Context: an optimization exercise on an open-source flow, tuned for small area. The choices shown serve that exercise and are no tape-out recipe.
In this exercise RTL edits were held to simulation tests only and were not proved equivalent to the original.
Power and IR drop assume default switching activity.

job 5458:
// rob
module rob (
  input  logic                                   clk,
  input  logic                                   rst,
  input  logic                                   flush,
  input  logic [PIPE_WIDTH-1:0]                  rob_alloc_req,
  input  logic [PIPE_WIDTH-1:0][AREG_W-1:0]      rob_alloc_rd,
  input  logic [PIPE_WIDTH-1:0]                  rob_alloc_has_rd,
  input  logic                                   rob_alloc_fire,
  output logic [PIPE_WIDTH-1:0]                  rob_alloc_gnt,
  output logic [PIPE_WIDTH-1:0][TAG_WIDTH-1:0]   rob_alloc_tags,
  input  logic [CDB_PORTS-1:0]                   cdb_valid,
  input  logic [CDB_PORTS-1:0][TAG_WIDTH-1:0]    cdb_tag,
  input  logic [CDB_PORTS-1:0][XLEN-1:0]         cdb_data,
  output logic [PIPE_WIDTH-1:0][CWP_W-1:0]       commit_write_ports,
  output logic                                   rob_empty,
  output logic                                   rob_full
);
Size: ~630 flip-flops, about 190 I/O pins, roughly 26,000 sq um of cells after synthesis.
clock: 6.0 ns
lec_check: 0
cap_margin: 10
core_margin: 2
core_utilization: 50
slew_margin: 10
synth_hierarchical: 1
standard.sh (not shown) runs the stock make flow with config.mk's settings and CLKGATE_MAP_FILE= SYNTH_SCRIPT=/design/flow/synth_recipe.tcl, a recipe that flattens the netlist after the stock synthesis.
==> flow/flow/run.sh <==
#!/bin/bash
# Own layout flow: the standard ORFS layout (standard.sh) with these changes, all aimed at
# cell area:
# - synthesis: flow/synth.tcl is synth_recipe.tcl with ORFS's abc call given an area-oriented ABC
#   script (flow/abc_area.script), and the full-adder extraction turned off (ADDER_MAP_FILE empty)
#   so ABC maps the few small adders itself.  Registers, their names and cell types are those of
#   the standard synthesis.
# - port buffers: every input and output still gets its own buffer, a buf_1 in place of
#   clkdlybuf4s50_1.
# - clock tree: clkbuf_8 buffers, each driving a cluster of at most 16 registers, and no dummy
#   loads.
set -euo pipefail
W=$(pwd)
bash standard.sh \
  SYNTH_SCRIPT="$W/flow/synth.tcl" \
  MY_ABC_SCRIPT="$W/flow/abc_area.script" \
  ADDER_MAP_FILE= \
  BUFFER_PORTS_ARGS="-buffer_cell sky130_fd_sc_hd__buf_1" \
  CTS_ARGS="-sink_clustering_enable -repair_clock_nets -dont_use_dummy_load -buf_list sky130_fd_sc_hd__clkbuf_8 -sink_clustering_size 16 -sink_clustering_max_diameter 80" \
  finish > "$W/flow_make.log" 2>&1
==> flow/flow/abc_area.script <==
strash
dch
amap
==> flow/flow/synth.tcl <==
# synth_recipe.tcl (the standard synthesis) with ORFS's abc call given this flow's ABC script.
proc synth {args} { yosys synth -nofsm -noshare {*}$args }
proc abc {args} {
  set i [lsearch -exact $args -script]
  if { $i >= 0 } { set args [lreplace $args $i [expr {$i + 1}] -script $::env(MY_ABC_SCRIPT)] }
  yosys abc {*}$args
}
source $::env(SCRIPTS_DIR)/synth.tcl
# left out here: clear keep_hierarchy, flatten, clean up, hide names made inside functions, write 1_2_yosys.v
[inputs] job 9353 vs job 5458
==> flow/flow/run.sh <==
#!/bin/bash
# Own layout flow: the standard ORFS layout (standard.sh) with these changes, all aimed at
# cell area:
# - synthesis: flow/synth.tcl is synth_recipe.tcl with ORFS's abc call given an area-oriented ABC
#   script (flow/abc_area.script), and the full-adder extraction turned off (ADDER_MAP_FILE empty)
#   so ABC maps the few small adders itself.  Inverters are mapped as inv_2, which has the area
#   of inv_1 and twice its drive.  Registers, their names and cell types are those of the
#   standard synthesis.
# - port buffers: every input and output still gets its own buffer, a buf_1 in place of
#   clkdlybuf4s50_1.
# - clock tree: clkbuf_8 buffers, each driving a cluster of at most 15 registers, and no dummy
#   loads.
set -euo pipefail
W=$(pwd)
bash standard.sh \
  SYNTH_SCRIPT="$W/flow/synth.tcl" \
  MY_ABC_SCRIPT="$W/flow/abc_area.script" \
  ADDER_MAP_FILE= \
  BUFFER_PORTS_ARGS="-buffer_cell sky130_fd_sc_hd__buf_1" \
  CTS_ARGS="-sink_clustering_enable -repair_clock_nets -dont_use_dummy_load -buf_list sky130_fd_sc_hd__clkbuf_8 -sink_clustering_size 15 -sink_clustering_max_diameter 70" \
  finish > "$W/flow_make.log" 2>&1
==> flow/flow/synth.tcl <==
# synth_recipe.tcl (the standard synthesis) with ORFS's abc call given this flow's ABC script, and
# inv_1 / clkinv_1 kept out of the mapping: inv_2 has the same area and twice the drive.
proc synth {args} { yosys synth -nofsm -noshare {*}$args }
proc abc {args} {
  set i [lsearch -exact $args -script]
  if { $i >= 0 } { set args [lreplace $args $i [expr {$i + 1}] -script $::env(MY_ABC_SCRIPT)] }
  lappend args -dont_use sky130_fd_sc_hd__inv_1 -dont_use sky130_fd_sc_hd__clkinv_1
  yosys abc {*}$args
}
source $::env(SCRIPTS_DIR)/synth.tcl
# left out here: clear keep_hierarchy, flatten, clean up, hide names made inside functions, write 1_2_yosys.v
## What came out
Comparing the two runs side by side, job 9353 comes out behind job 5458 on total power.
Job 5458 → job 9353: final cell count dropped 16; wire length reported by the detailed router now sits higher; count of cell types in the netlist barely changed; critical path depth down 1.
Of job 9353 and job 5458, the run reporting the higher share of cells above drive strength 1 was job 9353.
Re power per unit of standard cell area: job 9353 and job 5458 aren't equal, and the lower value belongs to job 5458.
NOTE number of clock buffers in the layout job 5458->job 9353 increased by a few percent
Of job 9353 and job 5458, the run reporting the higher non-clock buffer share of cell area was job 5458.
Share of the clock period used by the worst path sits lower in job 9353 than in job 5458.

---

The RTL this note starts from:
==> flow/design.v <==
package uarch_pkg;
  localparam int unsigned PIPE_WIDTH = 2;
  localparam int unsigned TAG_WIDTH  = 4;
  localparam int unsigned ROB_DEPTH  = 1 << TAG_WIDTH;
  localparam int unsigned CDB_PORTS  = 2;
  localparam int unsigned AREG_W     = 5;
  localparam int unsigned XLEN       = 32;
  localparam int unsigned CWP_W      = 1 + AREG_W + TAG_WIDTH + XLEN;
  typedef struct packed {
    logic                 we;
    logic [AREG_W-1:0]    addr;
    logic [TAG_WIDTH-1:0] tag;
    logic [XLEN-1:0]      data;
  } prf_commit_write_port_t;
  typedef struct packed {
    logic              valid;
    logic              done;
    logic              has_rd;
    logic [AREG_W-1:0] rd;
    logic [XLEN-1:0]   data;
  } rob_entry_t;
  function automatic logic [1:0] popcount2(input logic [1:0] v);
    popcount2 = {1'b0, v[0]} + {1'b0, v[1]};
  endfunction
endpackage
import uarch_pkg::*;
module rob (
  input  logic                                   clk,
  input  logic                                   rst,
  input  logic                                   flush,
  input  logic [PIPE_WIDTH-1:0]                  rob_alloc_req,
  input  logic [PIPE_WIDTH-1:0][AREG_W-1:0]      rob_alloc_rd,
  input  logic [PIPE_WIDTH-1:0]                  rob_alloc_has_rd,
  input  logic                                   rob_alloc_fire,
  output logic [PIPE_WIDTH-1:0]                  rob_alloc_gnt,
  output logic [PIPE_WIDTH-1:0][TAG_WIDTH-1:0]   rob_alloc_tags,
  input  logic [CDB_PORTS-1:0]                   cdb_valid,
  input  logic [CDB_PORTS-1:0][TAG_WIDTH-1:0]    cdb_tag,
  input  logic [CDB_PORTS-1:0][XLEN-1:0]         cdb_data,
  output logic [PIPE_WIDTH-1:0][CWP_W-1:0]       commit_write_ports,
  output logic                                   rob_empty,
  output logic                                   rob_full
);
  localparam int unsigned CNT_W  = TAG_WIDTH + 1;
  localparam int unsigned HALF   = ROB_DEPTH / 2;
  localparam int unsigned PAY_W  = 1 + AREG_W + XLEN;
  logic [ROB_DEPTH-1:0]             done_q;
  logic [ROB_DEPTH-1:0]             has_rd_q;
  logic [ROB_DEPTH-1:0][AREG_W-1:0] rd_q;
  logic [ROB_DEPTH-1:0][XLEN-1:0]   data_q;
  logic [TAG_WIDTH-1:0]             head_q, tail_q;
  logic [CNT_W-1:0]                 count_q;
  logic                 kill;
  logic                 ok1, ok2;
  logic [TAG_WIDTH-1:0] head_p1, tag1;
  logic [1:0]           n_alloc, n_commit;
  logic                 c0, c1;
  assign kill      = rst | flush;
  assign head_p1   = head_q + TAG_WIDTH'(1);
  assign rob_empty = (count_q == '0);
  assign rob_full  = count_q[TAG_WIDTH];
  assign ok1  = !count_q[TAG_WIDTH];
  assign ok2  = ok1 && !(&count_q[TAG_WIDTH-1:0]);
  assign tag1 = rob_alloc_req[0] ? tail_q + TAG_WIDTH'(1) : tail_q;
  always_comb begin
    rob_alloc_gnt     = '0;
    rob_alloc_tags[0] = tail_q;
    rob_alloc_tags[1] = tag1;
    if (!kill && ((&rob_alloc_req) ? ok2 : ok1)) rob_alloc_gnt = rob_alloc_req;
  end
  logic [HALF-1:0]  sel_e, sel_o;
  logic [PAY_W-1:0] pay_e, pay_o, pay0, pay1;
  logic             done_e, done_o, done0, done1;
  logic [PAY_W:0]   col_e [HALF], col_o [HALF];
  always_comb begin
    for (int j = 0; j < HALF; j++)
      sel_o[j] = (head_q[TAG_WIDTH-1:1] == (TAG_WIDTH-1)'(j));
    sel_e = head_q[0] ? {sel_o[HALF-2:0], sel_o[HALF-1]} : sel_o;
    for (int j = 0; j < HALF; j++) begin
      col_e[j] = {done_q[2*j],   has_rd_q[2*j],   rd_q[2*j],   data_q[2*j]};
      col_o[j] = {done_q[2*j+1], has_rd_q[2*j+1], rd_q[2*j+1], data_q[2*j+1]};
    end
  end
  for (genvar b = 0; b <= PAY_W; b++) begin : g_rd
    logic [HALF-1:0] qe, qo;
    logic            ye, yo;
    for (genvar j = 0; j < HALF; j++) begin : g_j
      assign qe[j] = col_e[j][b];
      assign qo[j] = col_o[j][b];
    end
    rob_rmux8 u_e (.sel(sel_e), .q(qe), .y(ye));
    rob_rmux8 u_o (.sel(sel_o), .q(qo), .y(yo));
    if (b == PAY_W) begin : g_done
      assign done0 = head_q[0] ? yo : ye;
      assign done1 = head_q[0] ? ye : yo;
    end else begin : g_pay
      assign pay0[b] = head_q[0] ? yo : ye;
      assign pay1[b] = head_q[0] ? ye : yo;
    end
  end
  assign c0 = (count_q != '0) && done0;
  assign c1 = c0 && (count_q[TAG_WIDTH:1] != '0) && done1;
  assign n_commit = {1'b0, c0} + {1'b0, c1};
  assign commit_write_ports[0] = {c0 && pay0[PAY_W-1] && !kill, pay0[PAY_W-2:XLEN], head_q,  pay0[XLEN-1:0]};
  assign commit_write_ports[1] = {c1 && pay1[PAY_W-1] && !kill, pay1[PAY_W-2:XLEN], head_p1, pay1[XLEN-1:0]};
  logic [ROB_DEPTH-1:0] w0, w1, wh, a0, a1, ah;
  always_comb begin
    for (int i = 0; i < ROB_DEPTH; i++) begin
      w0[i] = cdb_valid[0] && (cdb_tag[0] == TAG_WIDTH'(i));
      w1[i] = cdb_valid[1] && (cdb_tag[1] == TAG_WIDTH'(i)) && !w0[i];
      wh[i] = !(w0[i] || w1[i]);
      a0[i] = rob_alloc_fire && rob_alloc_gnt[0] && (tail_q == TAG_WIDTH'(i));
      a1[i] = rob_alloc_fire && rob_alloc_gnt[1] && (tag1   == TAG_WIDTH'(i));
      ah[i] = !(a0[i] || a1[i]);
    end
  end
  logic [ROB_DEPTH-1:0][XLEN-1:0]   data_n;
  logic [ROB_DEPTH-1:0][AREG_W-1:0] rd_n;
  logic [ROB_DEPTH-1:0]             has_rd_n;
  logic [XLEN-1:0]                  cdb_data_n0, cdb_data_n1;
  logic [AREG_W:0]                  alloc_n0, alloc_n1;
  assign cdb_data_n0 = ~cdb_data[0];
  assign cdb_data_n1 = ~cdb_data[1];
  assign alloc_n0    = ~{rob_alloc_has_rd[0], rob_alloc_rd[0]};
  assign alloc_n1    = ~{rob_alloc_has_rd[1], rob_alloc_rd[1]};
  for (genvar i = 0; i < ROB_DEPTH; i++) begin : g_ent
    for (genvar b = 0; b < XLEN; b++) begin : g_d
      rob_wbit u_w (.ne0(!w0[i]), .nd0(cdb_data_n0[b]), .ne1(!w1[i]), .nd1(cdb_data_n1[b]),
                    .h(wh[i]), .q(data_q[i][b]), .y(data_n[i][b]));
    end
    for (genvar b = 0; b <= AREG_W; b++) begin : g_a
      if (b == AREG_W) begin : g_h
        rob_wbit u_w (.ne0(!a0[i]), .nd0(alloc_n0[b]), .ne1(!a1[i]), .nd1(alloc_n1[b]),
                      .h(ah[i]), .q(has_rd_q[i]), .y(has_rd_n[i]));
      end else begin : g_r
        rob_wbit u_w (.ne0(!a0[i]), .nd0(alloc_n0[b]), .ne1(!a1[i]), .nd1(alloc_n1[b]),
                      .h(ah[i]), .q(rd_q[i][b]), .y(rd_n[i][b]));
      end
    end
  end
  always_ff @(posedge clk) begin
    data_q   <= data_n;
    rd_q     <= rd_n;
    has_rd_q <= has_rd_n;
    for (int i = 0; i < ROB_DEPTH; i++) done_q[i] <= ah[i] & (done_q[i] | !wh[i]);
  end
  assign n_alloc = rob_alloc_fire ? ({1'b0, rob_alloc_gnt[0]} + {1'b0, rob_alloc_gnt[1]}) : 2'd0;
  always_ff @(posedge clk) begin
    if (kill) begin
      head_q  <= '0;
      tail_q  <= '0;
      count_q <= '0;
    end else begin
      head_q  <= head_q + TAG_WIDTH'(n_commit);
      tail_q  <= tail_q + TAG_WIDTH'(n_alloc);
      count_q <= count_q + CNT_W'(n_alloc) - CNT_W'(n_commit);
    end
  end
endmodule
module rob_wbit (
  input  logic ne0, nd0, ne1, nd1, h, q,
  output logic y
);
  assign y = !((ne0 | nd0) & (ne1 | nd1) & !(h & q));
endmodule
module rob_rmux8 (
  input  logic [7:0] sel,
  input  logic [7:0] q,
  output logic       y
);
  logic [2:0] g;
  rob_aoi222 u_g0 (.a1(sel[0]), .a2(q[0]), .b1(sel[1]), .b2(q[1]), .c1(sel[2]), .c2(q[2]), .y(g[0]));
  rob_aoi222 u_g1 (.a1(sel[3]), .a2(q[3]), .b1(sel[4]), .b2(q[4]), .c1(sel[5]), .c2(q[5]), .y(g[1]));
  rob_aoi22  u_g2 (.a1(sel[6]), .a2(q[6]), .b1(sel[7]), .b2(q[7]), .y(g[2]));
  assign y = !(&g);
endmodule
module rob_aoi222 (
  input  logic a1, a2, b1, b2, c1, c2,
  output logic y
);
  assign y = !((a1 & a2) | (b1 & b2) | (c1 & c2));
endmodule
module rob_aoi22 (
  input  logic a1, a2, b1, b2,
  output logic y
);
  assign y = !((a1 & a2) | (b1 & b2));
endmodule
clock: 6.0 ns
lec_check: 0
cap_margin: 20
core_margin: 2
core_utilization: 65
slew_margin: 20
synth_hierarchical: 1
==> flow/flow/run.sh <==
#!/bin/bash
# Own layout flow: the standard ORFS layout (standard.sh) with these changes, all aimed at
# cell area:
# - synthesis: flow/synth.tcl is synth_recipe.tcl with ORFS's abc call given an area-oriented ABC
#   script (flow/abc_area.script), and the full-adder extraction turned off (ADDER_MAP_FILE empty)
#   so ABC maps the few small adders itself.  Registers, their names and cell types are those of
#   the standard synthesis.
# - port buffers: every input and output still gets its own buffer, a buf_1 in place of
#   clkdlybuf4s50_1.
# - clock tree: small clock buffers and no dummy loads.
set -euo pipefail
W=$(pwd)
bash standard.sh \
  SYNTH_SCRIPT="$W/flow/synth.tcl" \
  MY_ABC_SCRIPT="$W/flow/abc_area.script" \
  ADDER_MAP_FILE= \
  BUFFER_PORTS_ARGS="-buffer_cell sky130_fd_sc_hd__buf_1" \
  CTS_ARGS="-sink_clustering_enable -repair_clock_nets -dont_use_dummy_load -buf_list {sky130_fd_sc_hd__clkbuf_4 sky130_fd_sc_hd__clkbuf_8}" \
  finish > "$W/flow_make.log" 2>&1
==> flow/flow/synth.tcl <==
# synth_recipe.tcl (the standard synthesis) with ORFS's abc call given this flow's ABC script.
proc synth {args} { yosys synth -nofsm -noshare {*}$args }
proc abc {args} {
  set i [lsearch -exact $args -script]
  if { $i >= 0 } { set args [lreplace $args $i [expr {$i + 1}] -script $::env(MY_ABC_SCRIPT)] }
  yosys abc {*}$args
}
source $::env(SCRIPTS_DIR)/synth.tcl
# left out here: clear keep_hierarchy, flatten, clean up, hide names made inside functions, write 1_2_yosys.v
Scripts as last shown in full above: flow/flow/abc_area.script
Change:
--- a/flow/flow/run.sh
+++ b/flow/flow/run.sh
@@ -9,3 +9,4 @@
 #   clkdlybuf4s50_1.
-# - clock tree: small clock buffers and no dummy loads.
+# - clock tree: clkbuf_8 buffers, each driving a cluster of at most 16 registers, and no dummy
+#   loads.
 set -euo pipefail
@@ -17,3 +18,3 @@
   BUFFER_PORTS_ARGS="-buffer_cell sky130_fd_sc_hd__buf_1" \
-  CTS_ARGS="-sink_clustering_enable -repair_clock_nets -dont_use_dummy_load -buf_list {sky130_fd_sc_hd__clkbuf_4 sky130_fd_sc_hd__clkbuf_8}" \
+  CTS_ARGS="-sink_clustering_enable -repair_clock_nets -dont_use_dummy_load -buf_list sky130_fd_sc_hd__clkbuf_8 -sink_clustering_size 16 -sink_clustering_max_diameter 80" \
   finish > "$W/flow_make.log" 2>&1
Result: The new run completed without violations. Utilization decreases by 2.0 points. Flip-flop and latch count does not change. Critical path depth is unchanged. Register-to-register slack stays flat. Worst hold slack is better by 0.0058 ns. Routed wire length decreases slightly.

[port drivers added, routing unchanged]
The flow's constraints put no driver on any port. The routed layouts listed below were extracted and timed again, unchanged, in two steps. Step 1: set_driving_cell puts a clkbuf_16 on clk and a buf_2 on each other input, an assumption about the parent block. Step 2 moves the port delays by t, midway between the first and last clock arrival at a register: inputs arrive t later, outputs are due t later. That takes back most of the time a late clock gives input paths. a / b / c = ideal ports / drivers / drivers and shift; a / b = the first two.
| run | t (ns) | setup WS [ns] | worst hold slack (ns) | worst register clock-pin slew, ns | pins driven straight from the clock port |
|---|---|---|---|---|---|
| job 5458 | 0.726 | 0.375 / 0.316 / 0.981 | 0.472 / 0.472 / 0.472 | 0.11 / 0.11 | 1 |
| job 9353 | 0.746 | 0.405 / 0.342 / 1.088 | 0.468 / 0.468 / 0.468 | 0.10 / 0.10 | 1 |
| the first run of note 2 | 0.733 | 0.207 / 0.151 / 0.884 | 0.446 / 0.446 / 0.446 | 0.07 / 0.07 | 1 |
| the second run of note 2 | 0.718 | 0.180 / 0.123 / 0.840 | 0.451 / 0.451 / 0.451 | 0.11 / 0.11 | 1 |
After both steps setup and hold are still met in every run listed.
